This is an optimization exercise on Yosys and OpenROAD, whose aim is small area, a short achievable clock period and few clock cycles per item, not a production implementation.

alpha:
==> flow/design.v <==
`default_nettype none
package dds_pkg;
	localparam int unsigned RAD_W  = 64;
	localparam int unsigned ROOT_W = 32;
endpackage
`default_nettype wire
`default_nettype none
module dds_square (
	input  wire logic [30:0] rem,     
	input  wire logic [29:0] q,       
	input  wire logic [3:0]  bits,    
	output logic      [1:0]  digit,
	output logic      [30:0] rem_n    
);
	logic [35:0] r4;
	logic [35:0] t1;
	logic [35:0] t2;
	logic [35:0] t3;
	logic [35:0] a3;
	logic [35:0] b3;
	logic [35:0] s3;
	logic [35:0] c3;
	logic [36:0] t3w;
	assign r4 = {1'b0, rem, bits};
	assign t1 = r4 - {3'b000, q, 3'b001};
	assign t2 = r4 - {2'b00, q, 4'b0100};
	assign a3 = ~{2'b00, q, 4'b1000};
	assign b3 = ~{3'b000, q, 3'b001};
	assign s3 = r4 ^ a3 ^ b3;
	assign c3 = {(r4[34:0] & a3[34:0]) | (r4[34:0] & b3[34:0]) | (a3[34:0] & b3[34:0]), 1'b1};
	assign t3w = {s3, 1'b1} + {c3, 1'b1};
	assign t3 = t3w[36:1];
	always_comb begin
		if (!t3[35]) begin
			digit = 2'd3;
			rem_n = t3[30:0];
		end else if (!t2[35]) begin
			digit = 2'd2;
			rem_n = t2[30:0];
		end else if (!t1[35]) begin
			digit = 2'd1;
			rem_n = t1[30:0];
		end else begin
			digit = 2'd0;
			rem_n = r4[30:0];
		end
	end
endmodule
`default_nettype wire
`default_nettype none
module decimal_digit_square_root (
	input  wire logic                    clk,
	input  wire logic                    arst_n,
	input  wire logic                    start,
	output logic                         busy,
	input  wire logic signed [dds_pkg::RAD_W-1:0] radicand,
	output logic                         done,
	output logic [dds_pkg::ROOT_W-1:0]   root,
	output logic                         negative_input
);
	logic        busy_q;
	logic        first_q;
	logic        done_q;
	logic        neg_q;
	logic [63:0] x_q;       
	logic [30:0] rem_q;     
	logic [31:0] q_q;       
	logic [3:0]  cnt_q;     
	logic        hz;
	logic [3:0]  top4;
	logic [1:0]  d0;
	logic [2:0]  r0;
	logic [1:0]  digit;
	logic [30:0] rem_n;
	assign hz   = ~|x_q[63:32];
	assign top4 = hz ? x_q[31:28] : x_q[63:60];
	always_comb begin
		if (top4 >= 4'd9)      d0 = 2'd3;
		else if (top4 >= 4'd4) d0 = 2'd2;
		else if (top4 >= 4'd1) d0 = 2'd1;
		else                   d0 = 2'd0;
	end
	assign r0 = 3'(top4 - 4'(d0 * d0));
	dds_square u_step (
		.rem   (rem_q),
		.q     (q_q[29:0]),
		.bits  (x_q[63:60]),
		.digit (digit),
		.rem_n (rem_n)
	);
	always_ff @(posedge clk or negedge arst_n) begin
		if (!arst_n) begin
			busy_q  <= 1'b0;
			first_q <= 1'b0;
			done_q  <= 1'b0;
		end else begin
			done_q  <= 1'b0;
			first_q <= 1'b0;
			if (!busy_q) begin
				if (start) begin
					if (radicand[63]) begin
						done_q <= 1'b1;
					end else begin
						busy_q  <= 1'b1;
						first_q <= 1'b1;
					end
				end
			end else if (!first_q && cnt_q == 4'd0) begin
				busy_q <= 1'b0;
				done_q <= 1'b1;
			end
		end
	end
	always_ff @(posedge clk) begin
		x_q[3:0] <= radicand[3:0];
		if (!busy_q) begin
			x_q[63:4] <= radicand[63:4];
			neg_q     <= radicand[63];
			q_q       <= '0;
		end else if (first_q) begin
			x_q[63:4] <= hz ? {x_q[27:0], 32'd0} : x_q[59:0];
			rem_q     <= {28'd0, r0};
			q_q       <= {30'd0, d0};
			cnt_q     <= hz ? 4'd6 : 4'd14;
		end else begin
			x_q[63:4] <= x_q[59:0];
			rem_q     <= rem_n;
			q_q       <= {q_q[29:0], digit};
			cnt_q     <= cnt_q - 4'd1;
		end
	end
	assign busy           = busy_q;
	assign done           = done_q;
	assign root           = q_q;
	assign negative_input = neg_q;
endmodule
`default_nettype wire
Settings: LEC_CHECK=0, ABC_CLOCK_PERIOD_IN_PS=3000, CAP_MARGIN=20, CORE_MARGIN=2, CORE_UTILIZATION=40, PLACE_DENSITY=0.6, SETUP_SLACK_MARGIN=5, SLEW_MARGIN=20; clock period 10.0 ns.
run.sh (not shown) runs the stock make flow with config.mk's settings and CLKGATE_MAP_FILE= SYNTH_SCRIPT=/design/flow/synth_recipe.tcl, a recipe that flattens the netlist after the stock synthesis.
> inputs changed (alpha -> beta)
Settings: ABC_CLOCK_PERIOD_IN_PS no longer set, was 3000.
Notes after the runs:
- Re period utilization: no difference whatsoever between beta and alpha.
- For final critical delay including setup and external delays, alpha and beta come out practically identical.
- For layout cell share with drive strength beyond 1, beta and alpha come out practically identical.
- Count of clock buffers in the final design: alpha vs beta identical
- Re total number of vias: no difference whatsoever between beta and alpha.
- alpha → beta: average vias per placed instance saw little to no change, delay contributed by the slowest stage of the critical path flat.
- Between beta and alpha, the number of clock sinks figures differ only marginally.
Relative to beta, the following input files were edited for gamma:
Settings: a deleted SETUP_SLACK_MARGIN that had been 5.
--- outcome ---
Going from beta to gamma, area of all placed cells without fillers roughly the same, post-route worst setup slack decreased by 160 ps relative to the old numbers. Taking beta as the reference point, the transition at the pin with the smallest max-transition slack of gamma rises by 71 ps.
No run of this note included a check of the RTL's function; only the layout flow was run.

[re-timing with driven ports]
How much do the figures lean on ideal ports? The routed layouts below were timed once more, with nothing changed but the port constraints.
Step 1 assumes that a clkbuf_16 drives the clock port and a buf_2 every other input.
Step 2 times the ports against the registers' clock, not the clock port: input delays grow and output delays shrink by t, the midpoint of the rising clock arrivals with the driver on.
Three values: ideal ports, drivers, drivers and shift; two values: the first two.
run	t, ns	setup WS [ns]	worst hold slack (ns)	latest minus earliest clock arrival (ns)	worst data-port slew with drivers (ns)
alpha	0.484	5.189 / 5.189 / 5.189	0.455 / 0.455 / 0.455	0.014 / 0.014	0.06
beta	0.484	5.189 / 5.189 / 5.189	0.455 / 0.455 / 0.455	0.014 / 0.014	0.06
gamma	0.484	5.032 / 5.032 / 5.032	0.456 / 0.456 / 0.456	0.013 / 0.013	0.06
After both steps setup and hold are still met in every run listed.
